Context: an optimization exercise on an open-source flow, tuned for small area, a short achievable clock period and few clock cycles per item. The choices shown serve that exercise and are no tape-out recipe.
In this exercise RTL edits were held to simulation tests only and were not proved equivalent to the original.
Power is estimated from default activity; no workload was simulated.

==> design/flow/design.v <==
`timescale 1ns/100ps
package cov_pkg;
    typedef enum logic [1:0] {
        OP_CLEAR  = 2'd0,    
        OP_MEAN   = 2'd1,    
        OP_SAMPLE = 2'd2,    
        OP_RSVD   = 2'd3     
    } cov_op_e;
endpackage
`timescale 1ns/100ps
module cov_add
#(
    parameter int W = 8
) (
    input  logic [W-1:0] a,
    input  logic [W-1:0] b,
    input  logic         cin,
    output logic [W-1:0] s
);
    localparam int L = $clog2(W);
    logic [W-1:0] g [L+1];
    logic [W-1:0] p [L+1];
    always_comb begin
        g[0] = a & b;
        p[0] = a ^ b;
        g[0][0] = (a[0] & b[0]) | (p[0][0] & cin);
        for (int l = 0; l < L; l++) begin
            for (int i = 0; i < W; i++) begin
                if (((i >> l) & 1) == 1) begin
                    g[l+1][i] = g[l][i] | (p[l][i] & g[l][((i >> l) << l) - 1]);
                    p[l+1][i] = p[l][i] & p[l][((i >> l) << l) - 1];
                end else begin
                    g[l+1][i] = g[l][i];
                    p[l+1][i] = p[l][i];
                end
            end
        end
        s = p[0] ^ {g[L][W-2:0], cin};
    end
endmodule
module cov_decode
(
    input  logic                  clk,
    input  logic                  arst_n,
    input  logic [33:0]           in_cmd,
    input  logic                  accept,
    output logic                  bad_cmd,
    output logic                  s_valid,    
    output logic                  s_start,    
    output logic                  s_last,     
    output logic signed [16:0]    s_dx,       
    output logic [7:0]            s_neg,      
    output logic [7:0]            s_one,
    output logic [7:0]            s_two,
    output logic                  last_take   
);
    logic [1:0]         op;
    logic [15:0]        x, y;
    logic [15:0]        mean_x;
    logic [2:0]         cnt;        
    logic               take;
    logic [16:0]        dx;
    logic [16:0]        yb;         
    assign op   = in_cmd[33:32];
    assign x    = in_cmd[31:16];
    assign y    = in_cmd[15:0];
    assign take = accept & (op == cov_pkg::OP_SAMPLE);
    assign last_take = take & (cnt == 3'd7);
    assign yb   = {y, 1'b0};
    cov_add #(.W(17)) i_sub (
        .a   ({x[15], x}),
        .b   (~{mean_x[15], mean_x}),
        .cin (1'b1),
        .s   (dx)
    );
    always_ff @(posedge clk or negedge arst_n) begin
        if (!arst_n) begin
            mean_x  <= '0;
            cnt     <= '0;
            bad_cmd <= 1'b0;
            s_valid <= 1'b0;
            s_start <= 1'b0;
        end else begin
            bad_cmd <= accept & (op == cov_pkg::OP_RSVD);
            s_valid <= take;
            s_start <= take & (cnt == 3'd0);
            if (accept & (op == cov_pkg::OP_MEAN)) mean_x <= x;
            if (accept & (op == cov_pkg::OP_CLEAR)) cnt <= '0;
            else if (take) cnt <= cnt + 3'd1;      
        end
    end
    always_ff @(posedge clk) begin
        s_last  <= (cnt == 3'd7);
        s_dx    <= dx;
        for (int j = 0; j < 8; j++) begin
            s_neg[j] <= take & yb[2*j+2];
            s_one[j] <= take & (yb[2*j+1] ^ yb[2*j]);
            s_two[j] <= take & ((yb[2*j+2] & ~yb[2*j+1] & ~yb[2*j]) | (~yb[2*j+2] & yb[2*j+1] & yb[2*j]));
        end
    end
endmodule
`timescale 1ns/100ps
module cov_execute
(
    input  logic                  clk,
    input  logic                  arst_n,
    input  logic                  s_valid,
    input  logic                  s_start,
    input  logic                  s_last,
    input  logic signed [16:0]    s_dx,
    input  logic [7:0]            s_neg,
    input  logic [7:0]            s_one,
    input  logic [7:0]            s_two,
    output logic [34:0]           acc_s,     
    output logic [34:0]           acc_c,
    output logic                  done       
);
    localparam logic [34:0] K8 = 35'h2aab00000;
    logic [34:0] base_s, base_c, rs, rc;
    assign base_s = s_start ? K8 : acc_s;
    assign base_c = s_start ? 35'd0 : acc_c;
    cov_mac i_mac (
        .b_neg (s_neg),
        .b_one (s_one),
        .b_two (s_two),
        .dx    (s_dx),
        .v     (s_valid),
        .a0    (base_s),
        .a1    (base_c),
        .rs    (rs),
        .rc    (rc)
    );
    always_ff @(posedge clk) begin
        acc_s <= rs;
        acc_c <= rc;
    end
    always_ff @(posedge clk or negedge arst_n) begin
        if (!arst_n) done <= 1'b0;
        else         done <= s_valid & s_last;
    end
endmodule
`timescale 1ns/100ps
module cov_mac (
    input  logic [7:0] b_neg, b_one, b_two,
    input  logic [16:0] dx,
    input  logic v,
    input  logic [34:0] a0,
    input  logic [34:0] a1,
    output logic [34:0] rs,
    output logic [34:0] rc
);
    wire pp1 = (b_one[0] & dx[0]) ^ b_neg[0];
    wire pp2 = ((b_one[0] & dx[1]) | (b_two[0] & dx[0])) ^ b_neg[0];
    wire pp3 = ((b_one[0] & dx[2]) | (b_two[0] & dx[1])) ^ b_neg[0];
    wire pp4 = ((b_one[0] & dx[3]) | (b_two[0] & dx[2])) ^ b_neg[0];
    wire pp5 = ((b_one[0] & dx[4]) | (b_two[0] & dx[3])) ^ b_neg[0];
    wire pp6 = ((b_one[0] & dx[5]) | (b_two[0] & dx[4])) ^ b_neg[0];
    wire pp7 = ((b_one[0] & dx[6]) | (b_two[0] & dx[5])) ^ b_neg[0];
    wire pp8 = ((b_one[0] & dx[7]) | (b_two[0] & dx[6])) ^ b_neg[0];
    wire pp9 = ((b_one[0] & dx[8]) | (b_two[0] & dx[7])) ^ b_neg[0];
    wire pp10 = ((b_one[0] & dx[9]) | (b_two[0] & dx[8])) ^ b_neg[0];
    wire pp11 = ((b_one[0] & dx[10]) | (b_two[0] & dx[9])) ^ b_neg[0];
    wire pp12 = ((b_one[0] & dx[11]) | (b_two[0] & dx[10])) ^ b_neg[0];
    wire pp13 = ((b_one[0] & dx[12]) | (b_two[0] & dx[11])) ^ b_neg[0];
    wire pp14 = ((b_one[0] & dx[13]) | (b_two[0] & dx[12])) ^ b_neg[0];
    wire pp15 = ((b_one[0] & dx[14]) | (b_two[0] & dx[13])) ^ b_neg[0];
    wire pp16 = ((b_one[0] & dx[15]) | (b_two[0] & dx[14])) ^ b_neg[0];
    wire pp17 = ((b_one[0] & dx[16]) | (b_two[0] & dx[15])) ^ b_neg[0];
    wire pp18 = ((b_one[0] & dx[16]) | (b_two[0] & dx[16])) ^ b_neg[0];
    wire ps19 = ~pp18 & v;
    wire pp20 = (b_one[1] & dx[0]) ^ b_neg[1];
    wire pp21 = ((b_one[1] & dx[1]) | (b_two[1] & dx[0])) ^ b_neg[1];
    wire pp22 = ((b_one[1] & dx[2]) | (b_two[1] & dx[1])) ^ b_neg[1];
    wire pp23 = ((b_one[1] & dx[3]) | (b_two[1] & dx[2])) ^ b_neg[1];
    wire pp24 = ((b_one[1] & dx[4]) | (b_two[1] & dx[3])) ^ b_neg[1];
    wire pp25 = ((b_one[1] & dx[5]) | (b_two[1] & dx[4])) ^ b_neg[1];
    wire pp26 = ((b_one[1] & dx[6]) | (b_two[1] & dx[5])) ^ b_neg[1];
    wire pp27 = ((b_one[1] & dx[7]) | (b_two[1] & dx[6])) ^ b_neg[1];
    wire pp28 = ((b_one[1] & dx[8]) | (b_two[1] & dx[7])) ^ b_neg[1];
    wire pp29 = ((b_one[1] & dx[9]) | (b_two[1] & dx[8])) ^ b_neg[1];
    wire pp30 = ((b_one[1] & dx[10]) | (b_two[1] & dx[9])) ^ b_neg[1];
    wire pp31 = ((b_one[1] & dx[11]) | (b_two[1] & dx[10])) ^ b_neg[1];
    wire pp32 = ((b_one[1] & dx[12]) | (b_two[1] & dx[11])) ^ b_neg[1];
    wire pp33 = ((b_one[1] & dx[13]) | (b_two[1] & dx[12])) ^ b_neg[1];
    wire pp34 = ((b_one[1] & dx[14]) | (b_two[1] & dx[13])) ^ b_neg[1];
    wire pp35 = ((b_one[1] & dx[15]) | (b_two[1] & dx[14])) ^ b_neg[1];
    wire pp36 = ((b_one[1] & dx[16]) | (b_two[1] & dx[15])) ^ b_neg[1];
    wire pp37 = ((b_one[1] & dx[16]) | (b_two[1] & dx[16])) ^ b_neg[1];
    wire ps38 = ~pp37 & v;
    wire pp39 = (b_one[2] & dx[0]) ^ b_neg[2];
    wire pp40 = ((b_one[2] & dx[1]) | (b_two[2] & dx[0])) ^ b_neg[2];
    wire pp41 = ((b_one[2] & dx[2]) | (b_two[2] & dx[1])) ^ b_neg[2];
    wire pp42 = ((b_one[2] & dx[3]) | (b_two[2] & dx[2])) ^ b_neg[2];
    wire pp43 = ((b_one[2] & dx[4]) | (b_two[2] & dx[3])) ^ b_neg[2];
    wire pp44 = ((b_one[2] & dx[5]) | (b_two[2] & dx[4])) ^ b_neg[2];
    wire pp45 = ((b_one[2] & dx[6]) | (b_two[2] & dx[5])) ^ b_neg[2];
    wire pp46 = ((b_one[2] & dx[7]) | (b_two[2] & dx[6])) ^ b_neg[2];
    wire pp47 = ((b_one[2] & dx[8]) | (b_two[2] & dx[7])) ^ b_neg[2];
    wire pp48 = ((b_one[2] & dx[9]) | (b_two[2] & dx[8])) ^ b_neg[2];
    wire pp49 = ((b_one[2] & dx[10]) | (b_two[2] & dx[9])) ^ b_neg[2];
    wire pp50 = ((b_one[2] & dx[11]) | (b_two[2] & dx[10])) ^ b_neg[2];
    wire pp51 = ((b_one[2] & dx[12]) | (b_two[2] & dx[11])) ^ b_neg[2];
    wire pp52 = ((b_one[2] & dx[13]) | (b_two[2] & dx[12])) ^ b_neg[2];
    wire pp53 = ((b_one[2] & dx[14]) | (b_two[2] & dx[13])) ^ b_neg[2];
    wire pp54 = ((b_one[2] & dx[15]) | (b_two[2] & dx[14])) ^ b_neg[2];
    wire pp55 = ((b_one[2] & dx[16]) | (b_two[2] & dx[15])) ^ b_neg[2];
    wire pp56 = ((b_one[2] & dx[16]) | (b_two[2] & dx[16])) ^ b_neg[2];
    wire ps57 = ~pp56 & v;
    wire pp58 = (b_one[3] & dx[0]) ^ b_neg[3];
    wire pp59 = ((b_one[3] & dx[1]) | (b_two[3] & dx[0])) ^ b_neg[3];
    wire pp60 = ((b_one[3] & dx[2]) | (b_two[3] & dx[1])) ^ b_neg[3];
    wire pp61 = ((b_one[3] & dx[3]) | (b_two[3] & dx[2])) ^ b_neg[3];
    wire pp62 = ((b_one[3] & dx[4]) | (b_two[3] & dx[3])) ^ b_neg[3];
    wire pp63 = ((b_one[3] & dx[5]) | (b_two[3] & dx[4])) ^ b_neg[3];
    wire pp64 = ((b_one[3] & dx[6]) | (b_two[3] & dx[5])) ^ b_neg[3];
    wire pp65 = ((b_one[3] & dx[7]) | (b_two[3] & dx[6])) ^ b_neg[3];
    wire pp66 = ((b_one[3] & dx[8]) | (b_two[3] & dx[7])) ^ b_neg[3];
    wire pp67 = ((b_one[3] & dx[9]) | (b_two[3] & dx[8])) ^ b_neg[3];
    wire pp68 = ((b_one[3] & dx[10]) | (b_two[3] & dx[9])) ^ b_neg[3];
    wire pp69 = ((b_one[3] & dx[11]) | (b_two[3] & dx[10])) ^ b_neg[3];
    wire pp70 = ((b_one[3] & dx[12]) | (b_two[3] & dx[11])) ^ b_neg[3];
    wire pp71 = ((b_one[3] & dx[13]) | (b_two[3] & dx[12])) ^ b_neg[3];
    wire pp72 = ((b_one[3] & dx[14]) | (b_two[3] & dx[13])) ^ b_neg[3];
    wire pp73 = ((b_one[3] & dx[15]) | (b_two[3] & dx[14])) ^ b_neg[3];
    wire pp74 = ((b_one[3] & dx[16]) | (b_two[3] & dx[15])) ^ b_neg[3];
    wire pp75 = ((b_one[3] & dx[16]) | (b_two[3] & dx[16])) ^ b_neg[3];
    wire ps76 = ~pp75 & v;
    wire pp77 = (b_one[4] & dx[0]) ^ b_neg[4];
    wire pp78 = ((b_one[4] & dx[1]) | (b_two[4] & dx[0])) ^ b_neg[4];
    wire pp79 = ((b_one[4] & dx[2]) | (b_two[4] & dx[1])) ^ b_neg[4];
    wire pp80 = ((b_one[4] & dx[3]) | (b_two[4] & dx[2])) ^ b_neg[4];
    wire pp81 = ((b_one[4] & dx[4]) | (b_two[4] & dx[3])) ^ b_neg[4];
    wire pp82 = ((b_one[4] & dx[5]) | (b_two[4] & dx[4])) ^ b_neg[4];
    wire pp83 = ((b_one[4] & dx[6]) | (b_two[4] & dx[5])) ^ b_neg[4];
    wire pp84 = ((b_one[4] & dx[7]) | (b_two[4] & dx[6])) ^ b_neg[4];
    wire pp85 = ((b_one[4] & dx[8]) | (b_two[4] & dx[7])) ^ b_neg[4];
    wire pp86 = ((b_one[4] & dx[9]) | (b_two[4] & dx[8])) ^ b_neg[4];
    wire pp87 = ((b_one[4] & dx[10]) | (b_two[4] & dx[9])) ^ b_neg[4];
    wire pp88 = ((b_one[4] & dx[11]) | (b_two[4] & dx[10])) ^ b_neg[4];
    wire pp89 = ((b_one[4] & dx[12]) | (b_two[4] & dx[11])) ^ b_neg[4];
    wire pp90 = ((b_one[4] & dx[13]) | (b_two[4] & dx[12])) ^ b_neg[4];
    wire pp91 = ((b_one[4] & dx[14]) | (b_two[4] & dx[13])) ^ b_neg[4];
    wire pp92 = ((b_one[4] & dx[15]) | (b_two[4] & dx[14])) ^ b_neg[4];
    wire pp93 = ((b_one[4] & dx[16]) | (b_two[4] & dx[15])) ^ b_neg[4];
    wire pp94 = ((b_one[4] & dx[16]) | (b_two[4] & dx[16])) ^ b_neg[4];
    wire ps95 = ~pp94 & v;
    wire pp96 = (b_one[5] & dx[0]) ^ b_neg[5];
    wire pp97 = ((b_one[5] & dx[1]) | (b_two[5] & dx[0])) ^ b_neg[5];
    wire pp98 = ((b_one[5] & dx[2]) | (b_two[5] & dx[1])) ^ b_neg[5];
    wire pp99 = ((b_one[5] & dx[3]) | (b_two[5] & dx[2])) ^ b_neg[5];
    wire pp100 = ((b_one[5] & dx[4]) | (b_two[5] & dx[3])) ^ b_neg[5];
    wire pp101 = ((b_one[5] & dx[5]) | (b_two[5] & dx[4])) ^ b_neg[5];
    wire pp102 = ((b_one[5] & dx[6]) | (b_two[5] & dx[5])) ^ b_neg[5];
    wire pp103 = ((b_one[5] & dx[7]) | (b_two[5] & dx[6])) ^ b_neg[5];
    wire pp104 = ((b_one[5] & dx[8]) | (b_two[5] & dx[7])) ^ b_neg[5];
    wire pp105 = ((b_one[5] & dx[9]) | (b_two[5] & dx[8])) ^ b_neg[5];
    wire pp106 = ((b_one[5] & dx[10]) | (b_two[5] & dx[9])) ^ b_neg[5];
    wire pp107 = ((b_one[5] & dx[11]) | (b_two[5] & dx[10])) ^ b_neg[5];
    wire pp108 = ((b_one[5] & dx[12]) | (b_two[5] & dx[11])) ^ b_neg[5];
    wire pp109 = ((b_one[5] & dx[13]) | (b_two[5] & dx[12])) ^ b_neg[5];
    wire pp110 = ((b_one[5] & dx[14]) | (b_two[5] & dx[13])) ^ b_neg[5];
    wire pp111 = ((b_one[5] & dx[15]) | (b_two[5] & dx[14])) ^ b_neg[5];
    wire pp112 = ((b_one[5] & dx[16]) | (b_two[5] & dx[15])) ^ b_neg[5];
    wire pp113 = ((b_one[5] & dx[16]) | (b_two[5] & dx[16])) ^ b_neg[5];
    wire ps114 = ~pp113 & v;
    wire pp115 = (b_one[6] & dx[0]) ^ b_neg[6];
    wire pp116 = ((b_one[6] & dx[1]) | (b_two[6] & dx[0])) ^ b_neg[6];
    wire pp117 = ((b_one[6] & dx[2]) | (b_two[6] & dx[1])) ^ b_neg[6];
    wire pp118 = ((b_one[6] & dx[3]) | (b_two[6] & dx[2])) ^ b_neg[6];
    wire pp119 = ((b_one[6] & dx[4]) | (b_two[6] & dx[3])) ^ b_neg[6];
    wire pp120 = ((b_one[6] & dx[5]) | (b_two[6] & dx[4])) ^ b_neg[6];
    wire pp121 = ((b_one[6] & dx[6]) | (b_two[6] & dx[5])) ^ b_neg[6];
    wire pp122 = ((b_one[6] & dx[7]) | (b_two[6] & dx[6])) ^ b_neg[6];
    wire pp123 = ((b_one[6] & dx[8]) | (b_two[6] & dx[7])) ^ b_neg[6];
    wire pp124 = ((b_one[6] & dx[9]) | (b_two[6] & dx[8])) ^ b_neg[6];
    wire pp125 = ((b_one[6] & dx[10]) | (b_two[6] & dx[9])) ^ b_neg[6];
    wire pp126 = ((b_one[6] & dx[11]) | (b_two[6] & dx[10])) ^ b_neg[6];
    wire pp127 = ((b_one[6] & dx[12]) | (b_two[6] & dx[11])) ^ b_neg[6];
    wire pp128 = ((b_one[6] & dx[13]) | (b_two[6] & dx[12])) ^ b_neg[6];
    wire pp129 = ((b_one[6] & dx[14]) | (b_two[6] & dx[13])) ^ b_neg[6];
    wire pp130 = ((b_one[6] & dx[15]) | (b_two[6] & dx[14])) ^ b_neg[6];
    wire pp131 = ((b_one[6] & dx[16]) | (b_two[6] & dx[15])) ^ b_neg[6];
    wire pp132 = ((b_one[6] & dx[16]) | (b_two[6] & dx[16])) ^ b_neg[6];
    wire ps133 = ~pp132 & v;
    wire pp134 = (b_one[7] & dx[0]) ^ b_neg[7];
    wire pp135 = ((b_one[7] & dx[1]) | (b_two[7] & dx[0])) ^ b_neg[7];
    wire pp136 = ((b_one[7] & dx[2]) | (b_two[7] & dx[1])) ^ b_neg[7];
    wire pp137 = ((b_one[7] & dx[3]) | (b_two[7] & dx[2])) ^ b_neg[7];
    wire pp138 = ((b_one[7] & dx[4]) | (b_two[7] & dx[3])) ^ b_neg[7];
    wire pp139 = ((b_one[7] & dx[5]) | (b_two[7] & dx[4])) ^ b_neg[7];
    wire pp140 = ((b_one[7] & dx[6]) | (b_two[7] & dx[5])) ^ b_neg[7];
    wire pp141 = ((b_one[7] & dx[7]) | (b_two[7] & dx[6])) ^ b_neg[7];
    wire pp142 = ((b_one[7] & dx[8]) | (b_two[7] & dx[7])) ^ b_neg[7];
    wire pp143 = ((b_one[7] & dx[9]) | (b_two[7] & dx[8])) ^ b_neg[7];
    wire pp144 = ((b_one[7] & dx[10]) | (b_two[7] & dx[9])) ^ b_neg[7];
    wire pp145 = ((b_one[7] & dx[11]) | (b_two[7] & dx[10])) ^ b_neg[7];
    wire pp146 = ((b_one[7] & dx[12]) | (b_two[7] & dx[11])) ^ b_neg[7];
    wire pp147 = ((b_one[7] & dx[13]) | (b_two[7] & dx[12])) ^ b_neg[7];
    wire pp148 = ((b_one[7] & dx[14]) | (b_two[7] & dx[13])) ^ b_neg[7];
    wire pp149 = ((b_one[7] & dx[15]) | (b_two[7] & dx[14])) ^ b_neg[7];
    wire pp150 = ((b_one[7] & dx[16]) | (b_two[7] & dx[15])) ^ b_neg[7];
    wire pp151 = ((b_one[7] & dx[16]) | (b_two[7] & dx[16])) ^ b_neg[7];
    wire ps152 = ~pp151 & v;
    wire s153, c154;
    cov_ha u_s153 (.a(b_neg[6]), .b(a0[12]), .s(s153), .co(c154));
    wire s155, c156;
    cov_ha u_s155 (.a(a0[13]), .b(a1[13]), .s(s155), .co(c156));
    wire s157, c158;
    cov_fa u_s157 (.a(b_neg[7]), .b(a0[14]), .c(a1[14]), .s(s157), .co(c158));
    wire s159, c160;
    cov_ha u_s159 (.a(pp15), .b(pp32), .s(s159), .co(c160));
    wire s161, c162;
    cov_fa u_s161 (.a(a0[15]), .b(a1[15]), .c(pp16), .s(s161), .co(c162));
    wire s163, c164;
    cov_ha u_s163 (.a(pp33), .b(pp50), .s(s163), .co(c164));
    wire s165, c166;
    cov_fa u_s165 (.a(a0[16]), .b(a1[16]), .c(pp17), .s(s165), .co(c166));
    wire s167, c168;
    cov_ha u_s167 (.a(pp34), .b(pp51), .s(s167), .co(c168));
    wire s169, c170;
    cov_fa u_s169 (.a(a0[17]), .b(a1[17]), .c(pp35), .s(s169), .co(c170));
    wire s171, c172;
    cov_ha u_s171 (.a(pp52), .b(pp69), .s(s171), .co(c172));
    wire s173, c174;
    cov_fa u_s173 (.a(a0[18]), .b(a1[18]), .c(pp36), .s(s173), .co(c174));
    wire s175, c176;
    cov_ha u_s175 (.a(a0[19]), .b(a1[19]), .s(s175), .co(c176));
    wire s177, c178;
    cov_ha u_s177 (.a(b_neg[3]), .b(a0[6]), .s(s177), .co(c178));
    wire s179, c180;
    cov_ha u_s179 (.a(a0[7]), .b(a1[7]), .s(s179), .co(c180));
    wire s181, c182;
    cov_fa u_s181 (.a(b_neg[4]), .b(a0[8]), .c(a1[8]), .s(s181), .co(c182));
    wire s183, c184;
    cov_ha u_s183 (.a(pp9), .b(pp26), .s(s183), .co(c184));
    wire s185, c186;
    cov_fa u_s185 (.a(a0[9]), .b(a1[9]), .c(pp10), .s(s185), .co(c186));
    wire s187, c188;
    cov_ha u_s187 (.a(pp27), .b(pp44), .s(s187), .co(c188));
    wire s189, c190;
    cov_fa u_s189 (.a(b_neg[5]), .b(a0[10]), .c(a1[10]), .s(s189), .co(c190));
    wire s191, c192;
    cov_fa u_s191 (.a(pp11), .b(pp28), .c(pp45), .s(s191), .co(c192));
    wire s193, c194;
    cov_ha u_s193 (.a(pp62), .b(pp79), .s(s193), .co(c194));
    wire s195, c196;
    cov_fa u_s195 (.a(a0[11]), .b(a1[11]), .c(pp12), .s(s195), .co(c196));
    wire s197, c198;
    cov_fa u_s197 (.a(pp29), .b(pp46), .c(pp63), .s(s197), .co(c198));
    wire s199, c200;
    cov_ha u_s199 (.a(pp80), .b(pp97), .s(s199), .co(c200));
    wire s201, c202;
    cov_fa u_s201 (.a(a1[12]), .b(pp13), .c(pp30), .s(s201), .co(c202));
    wire s203, c204;
    cov_fa u_s203 (.a(pp47), .b(pp64), .c(pp81), .s(s203), .co(c204));
    wire s205, c206;
    cov_fa u_s205 (.a(pp98), .b(pp115), .c(s153), .s(s205), .co(c206));
    wire s207, c208;
    cov_fa u_s207 (.a(c154), .b(pp14), .c(pp31), .s(s207), .co(c208));
    wire s209, c210;
    cov_fa u_s209 (.a(pp48), .b(pp65), .c(pp82), .s(s209), .co(c210));
    wire s211, c212;
    cov_fa u_s211 (.a(pp99), .b(pp116), .c(s155), .s(s211), .co(c212));
    wire s213, c214;
    cov_fa u_s213 (.a(c156), .b(pp49), .c(pp66), .s(s213), .co(c214));
    wire s215, c216;
    cov_fa u_s215 (.a(pp83), .b(pp100), .c(pp117), .s(s215), .co(c216));
    wire s217, c218;
    cov_fa u_s217 (.a(pp134), .b(s157), .c(s159), .s(s217), .co(c218));
    wire s219, c220;
    cov_fa u_s219 (.a(pp67), .b(pp84), .c(pp101), .s(s219), .co(c220));
    wire s221, c222;
    cov_fa u_s221 (.a(pp118), .b(pp135), .c(c158), .s(s221), .co(c222));
    wire s223, c224;
    cov_fa u_s223 (.a(c160), .b(s163), .c(s161), .s(s223), .co(c224));
    wire s225, c226;
    cov_fa u_s225 (.a(pp68), .b(pp85), .c(pp102), .s(s225), .co(c226));
    wire s227, c228;
    cov_fa u_s227 (.a(pp119), .b(pp136), .c(c164), .s(s227), .co(c228));
    wire s229, c230;
    cov_fa u_s229 (.a(s167), .b(c162), .c(s165), .s(s229), .co(c230));
    wire s231, c232;
    cov_fa u_s231 (.a(pp86), .b(pp103), .c(pp120), .s(s231), .co(c232));
    wire s233, c234;
    cov_fa u_s233 (.a(pp137), .b(ps19), .c(c168), .s(s233), .co(c234));
    wire s235, c236;
    cov_fa u_s235 (.a(s171), .b(c166), .c(s169), .s(s235), .co(c236));
    wire s237, c238;
    cov_fa u_s237 (.a(pp53), .b(pp70), .c(pp87), .s(s237), .co(c238));
    wire s239, c240;
    cov_fa u_s239 (.a(pp104), .b(pp121), .c(pp138), .s(s239), .co(c240));
    wire s241, c242;
    cov_fa u_s241 (.a(c172), .b(c170), .c(s173), .s(s241), .co(c242));
    wire s243, c244;
    cov_fa u_s243 (.a(pp54), .b(pp71), .c(pp88), .s(s243), .co(c244));
    wire s245, c246;
    cov_fa u_s245 (.a(pp105), .b(pp122), .c(pp139), .s(s245), .co(c246));
    wire s247, c248;
    cov_fa u_s247 (.a(s175), .b(ps38), .c(c174), .s(s247), .co(c248));
    wire s249, c250;
    cov_fa u_s249 (.a(a0[20]), .b(a1[20]), .c(c176), .s(s249), .co(c250));
    wire s251, c252;
    cov_fa u_s251 (.a(pp55), .b(pp72), .c(pp89), .s(s251), .co(c252));
    wire s253, c254;
    cov_fa u_s253 (.a(pp106), .b(pp123), .c(pp140), .s(s253), .co(c254));
    wire s255, c256;
    cov_fa u_s255 (.a(a0[21]), .b(a1[21]), .c(pp73), .s(s255), .co(c256));
    wire s257, c258;
    cov_fa u_s257 (.a(pp90), .b(pp107), .c(pp124), .s(s257), .co(c258));
    wire s259, c260;
    cov_ha u_s259 (.a(pp141), .b(ps57), .s(s259), .co(c260));
    wire s261, c262;
    cov_fa u_s261 (.a(a0[22]), .b(a1[22]), .c(pp74), .s(s261), .co(c262));
    wire s263, c264;
    cov_fa u_s263 (.a(pp91), .b(pp108), .c(pp125), .s(s263), .co(c264));
    wire s265, c266;
    cov_fa u_s265 (.a(a0[23]), .b(a1[23]), .c(pp92), .s(s265), .co(c266));
    wire s267, c268;
    cov_ha u_s267 (.a(pp109), .b(pp126), .s(s267), .co(c268));
    wire s269, c270;
    cov_fa u_s269 (.a(a0[24]), .b(a1[24]), .c(pp93), .s(s269), .co(c270));
    wire s271, c272;
    cov_ha u_s271 (.a(a0[25]), .b(a1[25]), .s(s271), .co(c272));
    wire s273, c274;
    cov_ha u_s273 (.a(b_neg[1]), .b(a0[2]), .s(s273), .co(c274));
    wire s275, c276;
    cov_ha u_s275 (.a(a0[3]), .b(a1[3]), .s(s275), .co(c276));
    wire s277, c278;
    cov_fa u_s277 (.a(b_neg[2]), .b(a0[4]), .c(a1[4]), .s(s277), .co(c278));
    wire s279, c280;
    cov_ha u_s279 (.a(pp5), .b(pp22), .s(s279), .co(c280));
    wire s281, c282;
    cov_fa u_s281 (.a(a0[5]), .b(a1[5]), .c(pp6), .s(s281), .co(c282));
    wire s283, c284;
    cov_ha u_s283 (.a(pp23), .b(pp40), .s(s283), .co(c284));
    wire s285, c286;
    cov_fa u_s285 (.a(a1[6]), .b(pp7), .c(pp24), .s(s285), .co(c286));
    wire s287, c288;
    cov_fa u_s287 (.a(pp41), .b(pp58), .c(s177), .s(s287), .co(c288));
    wire s289, c290;
    cov_fa u_s289 (.a(c178), .b(pp8), .c(pp25), .s(s289), .co(c290));
    wire s291, c292;
    cov_fa u_s291 (.a(pp42), .b(pp59), .c(s179), .s(s291), .co(c292));
    wire s293, c294;
    cov_fa u_s293 (.a(c180), .b(pp43), .c(pp60), .s(s293), .co(c294));
    wire s295, c296;
    cov_fa u_s295 (.a(pp77), .b(s181), .c(s183), .s(s295), .co(c296));
    wire s297, c298;
    cov_fa u_s297 (.a(pp61), .b(pp78), .c(c182), .s(s297), .co(c298));
    wire s299, c300;
    cov_fa u_s299 (.a(c184), .b(s187), .c(s185), .s(s299), .co(c300));
    wire s301, c302;
    cov_fa u_s301 (.a(pp96), .b(c188), .c(s189), .s(s301), .co(c302));
    wire s303, c304;
    cov_fa u_s303 (.a(s193), .b(c186), .c(s191), .s(s303), .co(c304));
    wire s305, c306;
    cov_fa u_s305 (.a(c190), .b(c194), .c(s199), .s(s305), .co(c306));
    wire s307, c308;
    cov_fa u_s307 (.a(c192), .b(s195), .c(s197), .s(s307), .co(c308));
    wire s309, c310;
    cov_fa u_s309 (.a(c200), .b(c196), .c(c198), .s(s309), .co(c310));
    wire s311, c312;
    cov_fa u_s311 (.a(s201), .b(s203), .c(s205), .s(s311), .co(c312));
    wire s313, c314;
    cov_fa u_s313 (.a(c202), .b(c204), .c(c206), .s(s313), .co(c314));
    wire s315, c316;
    cov_fa u_s315 (.a(s207), .b(s209), .c(s211), .s(s315), .co(c316));
    wire s317, c318;
    cov_fa u_s317 (.a(c208), .b(c210), .c(c212), .s(s317), .co(c318));
    wire s319, c320;
    cov_fa u_s319 (.a(s213), .b(s215), .c(s217), .s(s319), .co(c320));
    wire s321, c322;
    cov_fa u_s321 (.a(c214), .b(c216), .c(s219), .s(s321), .co(c322));
    wire s323, c324;
    cov_fa u_s323 (.a(s221), .b(c218), .c(s223), .s(s323), .co(c324));
    wire s325, c326;
    cov_fa u_s325 (.a(c220), .b(s225), .c(c222), .s(s325), .co(c326));
    wire s327, c328;
    cov_fa u_s327 (.a(s227), .b(c224), .c(s229), .s(s327), .co(c328));
    wire s329, c330;
    cov_fa u_s329 (.a(c226), .b(s231), .c(c228), .s(s329), .co(c330));
    wire s331, c332;
    cov_fa u_s331 (.a(s233), .b(c230), .c(s235), .s(s331), .co(c332));
    wire s333, c334;
    cov_fa u_s333 (.a(c232), .b(s237), .c(s239), .s(s333), .co(c334));
    wire s335, c336;
    cov_fa u_s335 (.a(c234), .b(c236), .c(s241), .s(s335), .co(c336));
    wire s337, c338;
    cov_fa u_s337 (.a(c238), .b(c240), .c(s243), .s(s337), .co(c338));
    wire s339, c340;
    cov_fa u_s339 (.a(s245), .b(s247), .c(c242), .s(s339), .co(c340));
    wire s341, c342;
    cov_fa u_s341 (.a(c244), .b(c246), .c(s249), .s(s341), .co(c342));
    wire s343, c344;
    cov_fa u_s343 (.a(s251), .b(s253), .c(c248), .s(s343), .co(c344));
    wire s345, c346;
    cov_fa u_s345 (.a(c250), .b(s259), .c(c252), .s(s345), .co(c346));
    wire s347, c348;
    cov_fa u_s347 (.a(c254), .b(s255), .c(s257), .s(s347), .co(c348));
    wire s349, c350;
    cov_fa u_s349 (.a(pp142), .b(c260), .c(c256), .s(s349), .co(c350));
    wire s351, c352;
    cov_fa u_s351 (.a(c258), .b(s261), .c(s263), .s(s351), .co(c352));
    wire s353, c354;
    cov_fa u_s353 (.a(pp143), .b(ps76), .c(s267), .s(s353), .co(c354));
    wire s355, c356;
    cov_fa u_s355 (.a(c262), .b(c264), .c(s265), .s(s355), .co(c356));
    wire s357, c358;
    cov_fa u_s357 (.a(pp110), .b(pp127), .c(pp144), .s(s357), .co(c358));
    wire s359, c360;
    cov_fa u_s359 (.a(c268), .b(c266), .c(s269), .s(s359), .co(c360));
    wire s361, c362;
    cov_fa u_s361 (.a(pp111), .b(pp128), .c(pp145), .s(s361), .co(c362));
    wire s363, c364;
    cov_fa u_s363 (.a(s271), .b(ps95), .c(c270), .s(s363), .co(c364));
    wire s365, c366;
    cov_fa u_s365 (.a(a0[26]), .b(a1[26]), .c(c272), .s(s365), .co(c366));
    wire s367, c368;
    cov_fa u_s367 (.a(pp112), .b(pp129), .c(pp146), .s(s367), .co(c368));
    wire s369, c370;
    cov_fa u_s369 (.a(a0[27]), .b(a1[27]), .c(pp130), .s(s369), .co(c370));
    wire s371, c372;
    cov_ha u_s371 (.a(pp147), .b(ps114), .s(s371), .co(c372));
    wire s373, c374;
    cov_fa u_s373 (.a(a0[28]), .b(a1[28]), .c(pp131), .s(s373), .co(c374));
    wire s375, c376;
    cov_ha u_s375 (.a(a0[29]), .b(a1[29]), .s(s375), .co(c376));
    wire s377, c378;
    cov_ha u_s377 (.a(b_neg[0]), .b(a0[0]), .s(s377), .co(c378));
    wire s379, c380;
    cov_ha u_s379 (.a(a0[1]), .b(a1[1]), .s(s379), .co(c380));
    wire s381, c382;
    cov_fa u_s381 (.a(a1[2]), .b(pp3), .c(pp20), .s(s381), .co(c382));
    wire s383, c384;
    cov_fa u_s383 (.a(c274), .b(pp4), .c(pp21), .s(s383), .co(c384));
    wire s385, c386;
    cov_fa u_s385 (.a(c276), .b(pp39), .c(s277), .s(s385), .co(c386));
    wire s387, c388;
    cov_fa u_s387 (.a(c278), .b(c280), .c(s283), .s(s387), .co(c388));
    wire s389, c390;
    cov_fa u_s389 (.a(c284), .b(c282), .c(s285), .s(s389), .co(c390));
    wire s391, c392;
    cov_fa u_s391 (.a(c286), .b(c288), .c(s289), .s(s391), .co(c392));
    wire s393, c394;
    cov_fa u_s393 (.a(c290), .b(c292), .c(s293), .s(s393), .co(c394));
    wire s395, c396;
    cov_fa u_s395 (.a(c294), .b(s297), .c(c296), .s(s395), .co(c396));
    wire s397, c398;
    cov_fa u_s397 (.a(c298), .b(s301), .c(c300), .s(s397), .co(c398));
    wire s399, c400;
    cov_fa u_s399 (.a(c302), .b(s305), .c(c304), .s(s399), .co(c400));
    wire s401, c402;
    cov_fa u_s401 (.a(c306), .b(s309), .c(c308), .s(s401), .co(c402));
    wire s403, c404;
    cov_fa u_s403 (.a(c310), .b(s313), .c(c312), .s(s403), .co(c404));
    wire s405, c406;
    cov_fa u_s405 (.a(c314), .b(s317), .c(c316), .s(s405), .co(c406));
    wire s407, c408;
    cov_fa u_s407 (.a(c318), .b(s321), .c(c320), .s(s407), .co(c408));
    wire s409, c410;
    cov_fa u_s409 (.a(c322), .b(s325), .c(c324), .s(s409), .co(c410));
    wire s411, c412;
    cov_fa u_s411 (.a(c326), .b(s329), .c(c328), .s(s411), .co(c412));
    wire s413, c414;
    cov_fa u_s413 (.a(c330), .b(s333), .c(c332), .s(s413), .co(c414));
    wire s415, c416;
    cov_fa u_s415 (.a(c334), .b(s337), .c(s339), .s(s415), .co(c416));
    wire s417, c418;
    cov_fa u_s417 (.a(c338), .b(s341), .c(s343), .s(s417), .co(c418));
    wire s419, c420;
    cov_fa u_s419 (.a(c342), .b(s345), .c(s347), .s(s419), .co(c420));
    wire s421, c422;
    cov_fa u_s421 (.a(c346), .b(s349), .c(c348), .s(s421), .co(c422));
    wire s423, c424;
    cov_fa u_s423 (.a(s353), .b(c350), .c(c352), .s(s423), .co(c424));
    wire s425, c426;
    cov_fa u_s425 (.a(s357), .b(c354), .c(c356), .s(s425), .co(c426));
    wire s427, c428;
    cov_fa u_s427 (.a(c358), .b(s361), .c(s363), .s(s427), .co(c428));
    wire s429, c430;
    cov_fa u_s429 (.a(c362), .b(s365), .c(s367), .s(s429), .co(c430));
    wire s431, c432;
    cov_fa u_s431 (.a(c366), .b(s371), .c(c368), .s(s431), .co(c432));
    wire s433, c434;
    cov_fa u_s433 (.a(pp148), .b(c372), .c(c370), .s(s433), .co(c434));
    wire s435, c436;
    cov_fa u_s435 (.a(pp149), .b(s375), .c(ps133), .s(s435), .co(c436));
    wire s437, c438;
    cov_fa u_s437 (.a(a0[30]), .b(a1[30]), .c(c376), .s(s437), .co(c438));
    wire s439, c440;
    cov_ha u_s439 (.a(a0[31]), .b(a1[31]), .s(s439), .co(c440));
    wire s441, c442;
    cov_ha u_s441 (.a(a1[0]), .b(pp1), .s(s441), .co(c442));
    wire s443, c444;
    cov_fa u_s443 (.a(c378), .b(pp2), .c(s379), .s(s443), .co(c444));
    wire s445, c446;
    cov_fa u_s445 (.a(c380), .b(s273), .c(s381), .s(s445), .co(c446));
    wire s447, c448;
    cov_fa u_s447 (.a(s275), .b(c382), .c(s383), .s(s447), .co(c448));
    wire s449, c450;
    cov_fa u_s449 (.a(s279), .b(c384), .c(s385), .s(s449), .co(c450));
    wire s451, c452;
    cov_fa u_s451 (.a(s281), .b(c386), .c(s387), .s(s451), .co(c452));
    wire s453, c454;
    cov_fa u_s453 (.a(s287), .b(c388), .c(s389), .s(s453), .co(c454));
    wire s455, c456;
    cov_fa u_s455 (.a(s291), .b(c390), .c(s391), .s(s455), .co(c456));
    wire s457, c458;
    cov_fa u_s457 (.a(s295), .b(c392), .c(s393), .s(s457), .co(c458));
    wire s459, c460;
    cov_fa u_s459 (.a(c394), .b(s299), .c(s395), .s(s459), .co(c460));
    wire s461, c462;
    cov_fa u_s461 (.a(s303), .b(c396), .c(s397), .s(s461), .co(c462));
    wire s463, c464;
    cov_fa u_s463 (.a(s307), .b(c398), .c(s399), .s(s463), .co(c464));
    wire s465, c466;
    cov_fa u_s465 (.a(s311), .b(c400), .c(s401), .s(s465), .co(c466));
    wire s467, c468;
    cov_fa u_s467 (.a(s315), .b(c402), .c(s403), .s(s467), .co(c468));
    wire s469, c470;
    cov_fa u_s469 (.a(s319), .b(c404), .c(s405), .s(s469), .co(c470));
    wire s471, c472;
    cov_fa u_s471 (.a(c406), .b(s323), .c(s407), .s(s471), .co(c472));
    wire s473, c474;
    cov_fa u_s473 (.a(s327), .b(c408), .c(s409), .s(s473), .co(c474));
    wire s475, c476;
    cov_fa u_s475 (.a(s331), .b(c410), .c(s411), .s(s475), .co(c476));
    wire s477, c478;
    cov_fa u_s477 (.a(s335), .b(c412), .c(s413), .s(s477), .co(c478));
    wire s479, c480;
    cov_fa u_s479 (.a(c336), .b(c414), .c(s415), .s(s479), .co(c480));
    wire s481, c482;
    cov_fa u_s481 (.a(c340), .b(s417), .c(c416), .s(s481), .co(c482));
    wire s483, c484;
    cov_fa u_s483 (.a(c344), .b(s419), .c(c418), .s(s483), .co(c484));
    wire s485, c486;
    cov_fa u_s485 (.a(s351), .b(s421), .c(c420), .s(s485), .co(c486));
    wire s487, c488;
    cov_fa u_s487 (.a(s355), .b(c422), .c(s423), .s(s487), .co(c488));
    wire s489, c490;
    cov_fa u_s489 (.a(s359), .b(c424), .c(s425), .s(s489), .co(c490));
    wire s491, c492;
    cov_fa u_s491 (.a(c360), .b(c426), .c(s427), .s(s491), .co(c492));
    wire s493, c494;
    cov_fa u_s493 (.a(c364), .b(s429), .c(c428), .s(s493), .co(c494));
    wire s495, c496;
    cov_fa u_s495 (.a(s369), .b(s431), .c(c430), .s(s495), .co(c496));
    wire s497, c498;
    cov_fa u_s497 (.a(s373), .b(c432), .c(s433), .s(s497), .co(c498));
    wire s499, c500;
    cov_fa u_s499 (.a(c374), .b(s435), .c(c434), .s(s499), .co(c500));
    wire s501, c502;
    cov_fa u_s501 (.a(pp150), .b(s437), .c(c436), .s(s501), .co(c502));
    wire s503, c504;
    cov_fa u_s503 (.a(s439), .b(ps152), .c(c438), .s(s503), .co(c504));
    wire s505, c506;
    cov_fa u_s505 (.a(a0[32]), .b(a1[32]), .c(c440), .s(s505), .co(c506));
    wire s507, c508;
    cov_ha u_s507 (.a(a0[33]), .b(a1[33]), .s(s507), .co(c508));
    wire s509, c510;
    cov_ha u_s509 (.a(a0[34]), .b(a1[34]), .s(s509), .co(c510));
    assign rs = {s509, s507, s505, s503, s501, s499, s497, s495, s493, s491, s489, s487, s485, s483, s481, s479, s477, s475, s473, s471, s469, s467, s465, s463, s461, s459, s457, s455, s453, s451, s449, s447, s445, s443, s377};
    assign rc = {c508, c506, c504, c502, c500, c498, c496, c494, c492, c490, c488, c486, c484, c482, c480, c478, c476, c474, c472, c470, c468, c466, c464, c462, c460, c458, c456, c454, c452, c450, c448, c446, c444, c442, s441};
endmodule
module cov_fa (input logic a, input logic b, input logic c, output logic s, output logic co);
    assign s  = a ^ b ^ c;
    assign co = (a & b) | (a & c) | (b & c);
endmodule
module cov_ha (input logic a, input logic b, output logic s, output logic co);
    assign s  = a ^ b;
    assign co = a & b;
endmodule
`timescale 1ns/100ps
module cov_result
(
    input  logic                  clk,
    input  logic                  arst_n,
    input  logic [34:0]           acc_s,     
    input  logic [34:0]           acc_c,
    input  logic                  done,      
    input  logic                  fill,      
    output logic [32:0]           cov,
    output logic                  out_valid,
    input  logic                  out_ready,
    output logic                  hold       
);
    localparam int KD    = 3;               
    localparam int STEPS = 12 / KD;
    typedef enum logic [1:0] {
        S_IDLE = 2'd0,
        S_DIV  = 2'd1,
        S_INC  = 2'd2,
        S_OUT  = 2'd3
    } div_state_e;
    function automatic logic [5:0] dstep(input logic [2:0] r, input logic [2:0] d);
        logic [2:0] q, n;
        q[2] = (r[2]) | (r[1] & r[0] & d[2]);
        q[1] = (r[1] & ~r[0]) | (r[1] & ~d[2]) | (r[2] & r[0] & d[1]) | (r[2] & r[0] & d[2]) | (~r[1] & r[0] & d[2] & d[1]);
        q[0] = (~r[2] & r[0] & ~d[2]) | (r[2] & ~r[0] & d[2]) | (r[0] & ~d[2] & ~d[1]) | (r[2] & r[1] & d[1]) | (r[1] & ~r[0] & d[2] & d[1]) | (~r[2] & ~r[1] & r[0] & ~d[1]) | (r[2] & r[1] & d[0]) | (r[2] & ~r[0] & d[1] & d[0]) | (~r[0] & d[2] & d[1] & d[0]) | (r[1] & ~r[0] & d[2] & d[0]);
        n[2] = (~r[2] & ~r[1] & d[2] & ~d[1]) | (~r[2] & r[1] & ~d[2] & d[1]) | (r[2] & ~r[1] & ~d[2] & ~d[1]) | (r[2] & d[2] & d[1] & d[0]) | (r[2] & r[0] & d[2] & d[1]) | (r[2] & ~d[2] & ~d[1] & ~d[0]) | (r[2] & r[1] & d[2] & d[1]) | (r[2] & r[1] & d[2] & d[0]) | (r[1] & r[0] & ~d[2] & d[0]) | (~r[2] & ~r[0] & d[2] & ~d[1] & ~d[0]) | (~r[2] & r[0] & ~d[2] & d[1] & d[0]) | (~r[2] & ~r[1] & ~r[0] & d[2] & ~d[0]) | (r[2] & ~r[1] & ~r[0] & ~d[2] & ~d[0]);
        n[1] = (r[1] & ~r[0] & ~d[1] & ~d[0]) | (~r[1] & ~r[0] & d[1] & ~d[0]) | (~r[1] & r[0] & ~d[1] & d[0]) | (r[1] & d[2] & d[1] & d[0]) | (r[2] & r[0] & d[2] & ~d[1]) | (r[2] & r[1] & d[1] & d[0]) | (r[1] & r[0] & d[2] & d[1]) | (r[1] & ~d[2] & ~d[1] & ~d[0]) | (r[1] & r[0] & d[1] & d[0]) | (~r[2] & ~r[1] & ~r[0] & ~d[2] & d[1]) | (~r[2] & r[1] & ~r[0] & ~d[2] & ~d[1]) | (r[2] & ~r[1] & d[2] & ~d[1] & d[0]) | (~r[2] & ~r[1] & ~d[2] & d[1] & ~d[0]);
        n[0] = (~r[2] & ~r[0] & ~d[2] & d[0]) | (~r[2] & r[0] & ~d[2] & ~d[0]) | (r[2] & ~r[0] & d[2] & ~d[0]) | (r[0] & d[2] & d[1] & d[0]) | (r[2] & r[0] & d[1] & d[0]) | (r[0] & ~d[2] & ~d[1] & ~d[0]) | (r[2] & r[1] & d[1] & ~d[0]) | (r[2] & r[0] & d[2] & d[0]) | (r[1] & r[0] & d[2] & d[0]) | (~r[2] & ~r[1] & r[0] & ~d[1] & ~d[0]) | (~r[2] & ~r[1] & ~r[0] & ~d[1] & d[0]) | (r[1] & ~r[0] & d[2] & d[1] & ~d[0]) | (~r[1] & ~r[0] & ~d[2] & ~d[1] & d[0]);
        dstep = {q, n};
    endfunction
    div_state_e       state, state_next;
    logic [1:0]       step;
    logic [35:0]      w;          
    logic [2:0]       r;          
    logic             neg;        
    logic [3*KD-1:0]  qd;         
    logic [2:0]       rq;         
    logic [34:0]      sum;
    logic [32:0]      w_inc;
    logic             pend;       
    logic             load;
    logic             pend_next;
    logic             up;         
    cov_add #(.W(35)) i_cpa (.a(acc_s), .b(acc_c), .cin(1'b0), .s(sum));
    always_comb begin
        logic [2:0] rr;
        rr = r;
        for (int j = 0; j < KD; j++) begin
            {qd[3*KD-1-3*j -: 3], rr} = dstep(rr, w[35-3*j -: 3]);
        end
        rq = rr;
    end
    always_comb begin
        logic [8:0] ga;       
        logic       pre;      
        logic       in;       
        for (int g = 0; g < 9; g++) ga[g] = &w[4*g +: 4];
        for (int i = 0; i < 33; i++) begin
            pre = 1'b1;
            for (int g = 0; g < i / 4; g++) pre = pre & ga[g];
            in = 1'b1;
            for (int k = 4 * (i / 4); k < i; k++) in = in & w[k];
            w_inc[i] = w[i] ^ (pre & in);
        end
    end
    assign up        = r != 3'd0;       
    assign load      = (pend | done) & (state == S_IDLE);
    assign pend_next = (pend | done) & ~load;
    always_comb begin
        state_next = state;
        unique case (state)
            S_DIV:   if (step == 2'(STEPS - 1)) state_next = neg ? S_INC : S_OUT;
            S_INC:   state_next = S_OUT;
            S_OUT:   if (out_ready) state_next = S_IDLE;
            default: state_next = S_IDLE;
        endcase
        if (load) state_next = S_DIV;
    end
    always_ff @(posedge clk or negedge arst_n) begin
        if (!arst_n) begin
            state     <= S_IDLE;
            step      <= '0;
            pend      <= 1'b0;
            out_valid <= 1'b0;
            hold      <= 1'b0;
        end else begin
            state     <= state_next;
            step      <= (state == S_DIV) ? step + 2'd1 : 2'd0;
            pend      <= pend_next;
            out_valid <= (state_next == S_OUT);
            hold      <= (state_next != S_IDLE) & (pend_next | fill);
        end
    end
    always_ff @(posedge clk) begin
        unique case (state)
            S_IDLE: begin
                w   <= {sum[34], sum};
                r   <= sum[34] ? 3'd6 : 3'd0;
                neg <= sum[34];
            end
            S_DIV: begin
                w   <= {w[35-3*KD:0], qd};
                r   <= rq;
            end
            S_INC:   if (up) w[32:0] <= w_inc;
            default: ;
        endcase
    end
    assign cov = w[32:0];
endmodule
`timescale 1ns/100ps
module cov_top
#(
    parameter int NUM_SAMPLES = 8
) (
    input  logic        clk,
    input  logic        arst_n,
    input  logic [33:0] in_cmd,      
    input  logic        in_valid,
    output logic        in_ready,
    output logic [63:0] out_res,     
    output logic        out_valid,
    input  logic        out_ready,
    output logic        bad_cmd      
);
    logic               accept;
    logic               hold;
    logic               s_valid, s_start, s_last;
    logic signed [16:0] s_dx;
    logic [7:0]         s_neg, s_one, s_two;
    logic               last_take;
    logic [34:0]        acc_s, acc_c;
    logic               done;
    logic [32:0]        cov;
    logic               fill;
    assign in_ready = ~hold;
    assign accept   = in_valid & ~hold;
    assign fill     = last_take | (s_valid & s_last);
    cov_decode i_decode (
        .clk       (clk),
        .arst_n    (arst_n),
        .in_cmd    (in_cmd),
        .accept    (accept),
        .bad_cmd   (bad_cmd),
        .s_valid   (s_valid),
        .s_start   (s_start),
        .s_last    (s_last),
        .s_dx      (s_dx),
        .s_neg     (s_neg),
        .s_one     (s_one),
        .s_two     (s_two),
        .last_take (last_take)
    );
    cov_execute i_execute (
        .clk     (clk),
        .arst_n  (arst_n),
        .s_valid (s_valid),
        .s_start (s_start),
        .s_last  (s_last),
        .s_dx    (s_dx),
        .s_neg   (s_neg),
        .s_one   (s_one),
        .s_two   (s_two),
        .acc_s   (acc_s),
        .acc_c   (acc_c),
        .done    (done)
    );
    cov_result i_result (
        .clk       (clk),
        .arst_n    (arst_n),
        .acc_s     (acc_s),
        .acc_c     (acc_c),
        .done      (done),
        .fill      (fill),
        .cov       (cov),
        .out_valid (out_valid),
        .out_ready (out_ready),
        .hold      (hold)
    );
    assign out_res = {{15{cov[32]}}, cov, 16'(NUM_SAMPLES)};
endmodule
==> design/flow/flow/run.sh <==
#!/bin/bash
# The standard layout, with plain buffers (sky130_fd_sc_hd__buf_2) on the
# ports instead of the delay cells buffer_ports picks by itself.
set -euo pipefail
export BUFFER_PORTS_ARGS="-buffer_cell sky130_fd_sc_hd__buf_2"
bash standard.sh > standard.log 2>&1
==> design/flow/standard.sh <==
#!/bin/bash
# synth_recipe.tcl (not shown) runs the flow's synth.tcl, then flattens the netlist and writes it again
# the make line also repeats each setting of config.mk as NAME=value (left out here)
make -C /OpenROAD-flow-scripts/flow DESIGN_CONFIG=/design/flow/config.mk WORK_HOME=/design/flow/orfs CLKGATE_MAP_FILE= SYNTH_SCRIPT=/design/flow/synth_recipe.tcl "${@:-finish}"
==> design/flow/config.mk <==
export PLATFORM = sky130hd
export DESIGN_NAME = cov_top
export DESIGN_NICKNAME = cov_top
export VERILOG_FILES = /design/flow/design.v
export SDC_FILE = /design/flow/constraint.sdc
export NUM_CORES = 4
export LEC_CHECK = 0
export ABC_AREA = 1
export CAP_MARGIN = 20
export CORE_MARGIN = 2
export CORE_UTILIZATION = 60
export CTS_BUF_LIST = sky130_fd_sc_hd__clkbuf_8
export PLACE_DENSITY = 0.8
export SETUP_SLACK_MARGIN = 4.8
export SLEW_MARGIN = 20
export SYNTH_HIERARCHICAL = 1
==> design/flow/constraint.sdc <==
create_clock -name core_clock -period 8.0 [get_ports {clk}]
set_input_delay 1.6000 -clock core_clock [delete_from_list [all_inputs] [get_ports {clk}]]
set_output_delay 1.6000 -clock core_clock [all_outputs]
set_load 0.01 [all_outputs]
==> results of run 1 <==
metal layers:
metal,vias up,global-route usage,part of all wire
li1,7160,-,-
met1,6805,0.3503,0.42
met2,709,0.4481,0.46
met3,116,0.03710,0.078
met4,0,0.09528,0.035
met5,-,0,0
how the worst min path moves through the flow:
stage | start | end | slack [ps] | cells past startpoint
after floorplan | i_decode.s_last | i_execute.done | 400 | 2
after global placement | i_decode.s_last | i_execute.done | 420 | 2
after detailed placement | i_decode.s_last | i_execute.done | 420 | 2
after CTS | i_decode.s_last | i_execute.done | 430 | 2
after global routing | i_decode.s_last | i_execute.done | 460 | 2
final | i_decode.s_last | i_execute.done | 430 | 2
through the flow:
stage	instance area, sq um	worst slack, ps	total power [W]	std cells
final	18850	4794	0.006469	2777
after global routing	18850	4653	0.007117	2777
after CTS	18450	4795	0.006325	2748
after detailed placement	17970	4321	0.005707	2714
after global placement	17970	4363	0.005545	2714
after floorplan	19000	4741	0.005515	2470
synth_stat cells, types with 4 or more instances:
cell                       instances
sky130_fd_sc_hd__a21oi_1         112
sky130_fd_sc_hd__a31oi_1           5
sky130_fd_sc_hd__buf_2             4
sky130_fd_sc_hd__buf_4           177
sky130_fd_sc_hd__buf_6            53
sky130_fd_sc_hd__clkbuf_1         18
sky130_fd_sc_hd__conb_1            4
sky130_fd_sc_hd__dfrtp_1          30
sky130_fd_sc_hd__dfxtp_1         112
sky130_fd_sc_hd__edfxtp_1         40
sky130_fd_sc_hd__fa_1            163
sky130_fd_sc_hd__ha_1             92
sky130_fd_sc_hd__inv_1           272
sky130_fd_sc_hd__inv_2             6
sky130_fd_sc_hd__nand2_1         754
sky130_fd_sc_hd__nand2_2          16
sky130_fd_sc_hd__nand2_4           4
sky130_fd_sc_hd__nand3_1          83
sky130_fd_sc_hd__nand3_2           5
sky130_fd_sc_hd__nand4_1          12
sky130_fd_sc_hd__nor2_1          204
sky130_fd_sc_hd__nor2_2            7
sky130_fd_sc_hd__nor2_4           12
sky130_fd_sc_hd__nor3_1           13
sky130_fd_sc_hd__o21ai_0          26
sky130_fd_sc_hd__o21ai_1           7
sky130_fd_sc_hd__o21ai_2          16
sky130_fd_sc_hd__o21bai_1          5
sky130_fd_sc_hd__xnor2_1          24
sky130_fd_sc_hd__xor2_1          148
Yosys stat by module (local to each module, per instance), excerpt:
module | flops+latches | cells inside
cov_decode | 64 | 241
cov_execute | 71 | 221
cov_fa | 0 | 1
cov_ha | 0 | 1
cov_mac | 0 | 721
cov_result | 47 | 630
cov_top | 0 | 39
what timing repair did:
item                                   CTS  global route
setup buffers                            1            27
pin swaps                                0             8
endpoints found under the hold margin    0             0
cloned                                   1             1
setup endpoints to repair               32            45
gates resized for setup                 47            36
final cells by class:
class / instances / share of cell area
multi-input combinational: 1755 / 0.6267
sequential: 182 / 0.2279
inverter: 280 / 0.05650
timing repair buffer: 126 / 0.04355
tap: 402 / 0.02669
clock buffer: 17 / 0.01242
clock inverter: 15 / 0.006174
flip-flops by register name, indices dropped and copies added (netlist names), 2 cells and up:
signal and count:
i_result.w 36, i_execute.acc_c 35, i_execute.acc_s 35, i_decode.s_dx 17
i_decode.mean_x 16, i_decode.s_neg 8, i_decode.s_one 8, i_decode.s_two 8
i_decode.cnt 3, i_result.r 3, i_result.state 2, i_result.step 2
report_power, final:
part           leakage, nW  internal (W)  switching, W  total [W]
clock network        0.193      0.000243      0.000348   0.000591
registers             1.77       0.00138      0.000496    0.00188
logic                 8.75       0.00153       0.00247    0.00400
total                 10.7       0.00315       0.00331    0.00647
cells by family (layout without fill, tap and decap cells):
group / after synthesis / after routing / synth area share
AND/OR/NAND/NOR: 1126 / 1126 / 0.2469
buffers and inverters: 533 / 438 / 0.1628
XOR/XNOR: 172 / 172 / 0.07964
AO/OA/AOI/OAI: 184 / 184 / 0.05484
adder cells (fa/ha/maj): 255 / 255 / 0.2334
flip-flops: 182 / 182 / 0.2217
other: 4 / 18 / 0.0007935
worst reg2reg max path, cell delays in order, from the launching register on:
cell and delay (ps):
sky130_fd_sc_hd__dfxtp_1 760, sky130_fd_sc_hd__nand2_1 200, sky130_fd_sc_hd__nand2_1 140, sky130_fd_sc_hd__xor2_1 200, sky130_fd_sc_hd__fa_1 480, sky130_fd_sc_hd__fa_2 400, sky130_fd_sc_hd__fa_1 500, sky130_fd_sc_hd__fa_1 400
==> results_dict.tcl, run 1 <==
set metrics [dict create \
    outcome "finished clean" \
    largest_net_degree_at_the_start_of_global_routing 43 \
    final_core_utilization 0.6019 \
    cp_slowest_stage_delay_ps 760 \
    max_slew.worst_pin.slew_ps 971.4 \
    arrival_ps 3550 \
    gpl.final_weighted_congestion 0.9661 \
    timing.critical_path.buf_inv 0 \
    holdWs_ps 434.5 \
    worst_hold_path_type "register to register" \
    htreeDepth 4 \
    synthFlopType "sky130_fd_sc_hd__dfxtp_1" \
    yosys-top-cells-area "sky130_fd_sc_hd__fa_1 17%, sky130_fd_sc_hd__nand2_1 15%, sky130_fd_sc_hd__dfxtp_1 12%, sky130_fd_sc_hd__buf_4 7.0%, sky130_fd_sc_hd__xor2_1 6.9%" \
    synth_cells 2456 \
    path_clk_slew_ps 90 \
    route.vias.total 14790 \
    grt_setup_unrepaired "true" \
    ir_drop_uv 230.4 \
    drt_drc_violations_left 0 \
    critical_path_class "register to register" \
    critPathMostFrequentCell "sky130_fd_sc_hd__fa_1" \
    clk_latency_ps 470 \
    crit_slowest_cell "sky130_fd_sc_hd__dfxtp_1" \
    finish.net_count 2655 \
    post-dp-hpwl_microns 32220 \
    antenna-diode-count 0 \
    synth_enable_flop_cells 40 \
    postSynthRegisterBits 182 \
    routed_wirelength_microns 43150 \
    cts_tree "done" \
    synthDominantCellAreaShare 0.1725 \
    die_x_microns 181.6 \
    multi_input_combinational_cell_area_sq_mm 0.01181 \
    critPathTopFamily "adder cells" \
    detail_route.iter0.violations 1191 \
    synth-warning-count 15 \
    setup_violations 0 \
    period_minus_slack_ps 3206 \
    clock-sinks 182 \
    worst-path-max-fanout 16 \
    yosysTopAreaCell "sky130_fd_sc_hd__fa_1" \
    timing.critical_path.to "i_execute.acc_s[16]" \
    fmax_ghz 0.3120 \
    finClkSkew_ps 20.83 \
    tritoncts.num_buffers 17 \
    ff2ff_setup_slack_ps 4790 \
    crit-reg2reg-launch "i_decode.s_dx[0]" \
    async_set_or_reset_register_ratio_after_synthesis 0.1648 \
    r2r-end "i_execute.acc_s[16]" \
    io_buffers 88 \
    boundary_pins 105 \
    mostFrequentLayoutCell "sky130_fd_sc_hd__nand2_1" \
    leakagePower_nw 10.71 \
    power.density_mw_per_mm2 343.3 \
    grt_pass1_vias 14446 \
    grt_antenna_before_repair 0 \
    grt_pass1_wl_microns 70820 \
    regArea_sq_mm 0.004295 \
    die_height_microns 181.6 \
    cts.hold.buffers_added 0 \
    syn-cell-area_sq_mm 0.01892 \
    end_kind "register" \
    detail_route.first_pass.iterations 6 \
    detail_route.vias_per_cell 5.326 \
    syn_avg_cell_area_sq_um 7.702 \
    area_delta_synth_final_pct -0.3703 \
    cp_num_cells 7 \
    n_fill_cell 2722 \
    drv.max_cap_violation_count 0 \
    min_period_over_period 0.4007 \
    yosysUniqueCellTypes 50 \
    wl_per_cell_microns 15.54 \
    site_rows 65 \
    core_area_sq_mm 0.03131 \
    cp-start-kind "register" \
    worstPathRequired_ps 8340 \
    hold_violations 0 \
    timing.slew.headroom 0.3517 \
    ant_nets 0 \
    final_cell_mix "753 x sky130_fd_sc_hd__nand2_1, 273 x sky130_fd_sc_hd__inv_1, 196 x sky130_fd_sc_hd__nor2_1" \
    cts_buffer_depth 2 \
    path_cells "nand2_1 -> nand2_1 -> xor2_1 -> fa_1 -> fa_2 -> fa_1 -> fa_1" \
    drive_above_1_share 0.1221 \
    final.setup.tns_ps 0 \
    critPathLaunch "i_decode.s_dx[0]" \
    global_route.overflow_total 0 \
    grt.total_usage 0.2655 \
    initial_core_utilization 0.6041 \
    cts.root.buffer_cell "sky130_fd_sc_hd__clkbuf_8" \
    synth_seq_area_share 0.2217 \
    cells_on_worst_reg2reg_path 7 \
    drv_slew 0 \
    die_area_sq_mm 0.03296 \
]
Testbench counts, summed over its fixed seeds: cycles 2,768, results 320.
==> inputs of run 2 (changes only) <==
--- a/design/flow/config.mk
+++ b/design/flow/config.mk
@@ -10,7 +10,6 @@
 export CORE_MARGIN = 2
 export CORE_UTILIZATION = 60
 export CTS_BUF_LIST = sky130_fd_sc_hd__clkbuf_8
-export PLACE_DENSITY = 0.8
 export SETUP_SLACK_MARGIN = 4.8
 export SLEW_MARGIN = 20
 export SYNTH_HIERARCHICAL = 1
==> results_dict.tcl, run 2 <==
set metrics [dict create \
    area_delta_synth_final_pct -0.2646 \
    power.density_mw_per_mm2 342.2 \
    register_with_the_most_flip_flops "i_result.w" \
    worstPathRequired_ps 8410 \
    crit-reg2reg-launch "i_decode.s_two[5]" \
    worst-path-max-fanout 17 \
    synthFlopType "sky130_fd_sc_hd__dfxtp_1" \
    drive_above_1_share 0.1235 \
    period_minus_slack_ps 3130 \
    initial_core_utilization 0.6041 \
    finish.net_count 2660 \
    number_of_cells_traversed_by_the_worst_hold_path 2 \
    timing.slew.headroom 0.3655 \
    die_area_sq_mm 0.03296 \
    htreeDepth 4 \
    core_area_sq_mm 0.03131 \
    ir_drop_uv 181.6 \
    synth_seq_area_share 0.2217 \
    syn-cell-area_sq_mm 0.01892 \
    timing.hold.worst_endpoint "i_execute.done" \
    drv_slew 0 \
    boundary_pins 105 \
    use_met2 0.4509 \
    clock-sinks 182 \
    ant_nets 0 \
    cells_on_worst_reg2reg_path 7 \
    async_set_or_reset_register_ratio_after_synthesis 0.1648 \
    tritoncts.num_buffers 17 \
    gpl.final_weighted_congestion 0.9403 \
    drv.max_cap_violation_count 0 \
    final_cell_mix "752 x sky130_fd_sc_hd__nand2_1, 269 x sky130_fd_sc_hd__inv_1, 200 x sky130_fd_sc_hd__nor2_1" \
    antenna-diode-count 0 \
    placed_cells 2717 \
    post-dp-hpwl_microns 33910 \
    synth-warning-count 15 \
    post_layout_instance_area_sq_mm 0.01887 \
    finClkSkew_ps 15.49 \
    m1_gr_usage 0.3950 \
    route.vias.total 14375 \
    outcome "finished clean" \
    final.setup.tns_ps 0 \
    grt_antenna_before_repair 0 \
    io_buffers 88 \
    worst_hold_startpoint "i_decode.s_last" \
    routed_wirelength_microns 44590 \
    top_regs "i_result.w: 36 flops, i_execute.acc_c: 35 flops, i_execute.acc_s: 35 flops" \
    wl_per_cell_microns 16.03 \
    grt_busiest_layer "met2" \
    syn_avg_cell_area_sq_um 7.702 \
    grt_setup_unrepaired "true" \
    hold_violations 0 \
    clk_latency_ps 520 \
    post_synth_most_frequent_cells "754 x sky130_fd_sc_hd__nand2_1, 272 x sky130_fd_sc_hd__inv_1, 204 x sky130_fd_sc_hd__nor2_1, 177 x sky130_fd_sc_hd__buf_4, 163 x sky130_fd_sc_hd__fa_1" \
    max_slew.worst_pin.slew_ps 950.7 \
    critical_path_class "register to register" \
    detail_route.first_pass.iterations 8 \
    mostFrequentLayoutCell "sky130_fd_sc_hd__nand2_1" \
    grt_pass1_wl_microns 73020 \
    detail_route.iter0.violations 946 \
    cts.hold.buffers_added 0 \
    synth_enable_flop_cells 40 \
    synth_cells 2456 \
    fmax_ghz 0.3195 \
    global_route.overflow_total 0 \
    die_height_microns 181.6 \
    ff2ff_setup_slack_ps 4870 \
    site_rows 65 \
    grt.total_usage 0.2812 \
    grt_pass1_vias 14003 \
    synthDominantCellAreaShare 0.1725 \
    arrival_ps 3540 \
    drt_drc_violations_left 0 \
    r2r-end "i_execute.acc_s[16]" \
    cts.root.buffer_cell "sky130_fd_sc_hd__clkbuf_8" \
    worst_hold_path_type "register to register" \
    cts_buffer_depth 2 \
    end_kind "register" \
    die_x_microns 181.6 \
    cp-start-kind "register" \
    postSynthRegisterBits 182 \
    synth.most_common_cell "sky130_fd_sc_hd__nand2_1" \
    post_dp_cell_area_sq_mm 0.01800 \
    path_clk_slew_ps 100 \
    leakagePower_nw 10.71 \
    yosysTopAreaCell "sky130_fd_sc_hd__fa_1" \
    holdWs_ps 435.2 \
    gr-usage-met3 0.03931 \
    min_period_over_period 0.3913 \
    cts_tree "done" \
    yosysUniqueCellTypes 50 \
    largest_net_degree_at_the_start_of_global_routing 42 \
    yosys-top-cells-area "sky130_fd_sc_hd__fa_1 17%, sky130_fd_sc_hd__nand2_1 15%, sky130_fd_sc_hd__dfxtp_1 12%, sky130_fd_sc_hd__buf_4 7.0%, sky130_fd_sc_hd__xor2_1 6.9%" \
    post_layout_nonfiller_instances 2782 \
    largest_register_ff_count 36 \
    detail_route.vias_per_cell 5.167 \
    final_core_utilization 0.6025 \
    setup_violations 0 \
]
-- run 2: cell counts after synthesis --
No cell type changed its count.
-- run 2: worst max-delay path, stage by stage (launching register included) --
cell                      delay [ps]
sky130_fd_sc_hd__dfxtp_2         570
sky130_fd_sc_hd__nand2_1          80
sky130_fd_sc_hd__nand2_1         100
sky130_fd_sc_hd__xor2_1          310
sky130_fd_sc_hd__fa_1            500
sky130_fd_sc_hd__fa_1            510
sky130_fd_sc_hd__fa_1            550
sky130_fd_sc_hd__fa_1            410
-- run 2: timing repair --
item / CTS / global route
pin swaps: 0 / 6
gates cloned: 1 / 1
setup buffers: 3 / 28
setup endpoints to repair: 48 / 24
resized for setup: 48 / 35
-- run 2: logic make-up (layout without fill, tap and decap cells) --
| logic type | Yosys count | count (layout) | synth area share |
|---|---|---|---|
| adder cells (fa/ha/maj) | 255 | 255 | 0.2334 |
| XOR/XNOR | 172 | 172 | 0.07964 |
| AND/OR/NAND/NOR | 1126 | 1126 | 0.2469 |
| other | 4 | 18 | 0.0007935 |
| AO/OA/AOI/OAI | 184 | 184 | 0.05484 |
| flip-flops | 182 | 182 | 0.2217 |
| buffers and inverters | 533 | 443 | 0.1628 |
-- run 2: area by class of cell --
type	count	area, sq um
fillers	2926	12450
clock buffers	17	234.0
well taps	402	503.0
flip-flops and latches	182	4298
repair buffers	131	822.0
multi-input cells	1755	11810
clock inverters	15	131.4
inverters	280	1065
-- run 2: report_power, final --
| part | internal (W) | switching [W] | total, W | leakage [nW] |
|---|---|---|---|---|
| Sequential | 0.00138 | 0.000503 | 0.00188 | 1.77 |
| Clock | 0.000247 | 0.000369 | 0.000616 | 0.182 |
| Combinational | 0.00153 | 0.00242 | 0.00395 | 8.76 |
| Total | 0.00316 | 0.00330 | 0.00646 | 10.7 |
-- run 2: modules after synthesis (local to each module, per instance), excerpt --
module | cells inside | area, sq um
cov_decode | 241 | 2326
cov_execute | 221 | 2042
cov_ha | 1 | 12.51
cov_mac | 721 | 4141
cov_result | 630 | 4254
cov_top | 39 | 265.3
-- run 2: worst max path at each step --
stage                 startpoint             endpoint  depth (start not counted)
2_1_floorplan  i_decode.s_dx[16]  i_execute.acc_s[19]                         11
3_3_place_gp   i_decode.s_neg[1]  i_execute.acc_s[19]                          6
3_5_place_dp   i_decode.s_neg[1]  i_execute.acc_s[19]                          6
4_1_cts        i_decode.s_one[0]  i_execute.acc_s[16]                          8
5_1_grt         i_decode.s_start  i_execute.acc_s[19]                          7
6_report       i_decode.s_two[5]  i_execute.acc_s[16]                          7
-- run 2: routing by layer --
metal  up-vias  share of wire
met5         -              0
met4         0          0.023
li1       7159              -
met2       490           0.45
met1      6659           0.46
met3        67          0.061
-- run 2: metrics by stage --
| step | power, W | setup slack, ps |
|---|---|---|
| final | 0.006455 | 4870 |
| after global routing | 0.007149 | 4776 |
| after CTS | 0.006377 | 4809 |
| after detailed placement | 0.005718 | 4333 |
| after global placement | 0.005617 | 4394 |
| after floorplan | 0.005515 | 4741 |

Re-timed with assumed drivers on the ports (clkbuf_16 on the clock, buf_2 on other inputs), run 2 has 4.870 ns of setup slack against 4.870 ns with ideal ports, and 4.527 ns once port delays also move by the mid clock arrival of 0.557 ns.
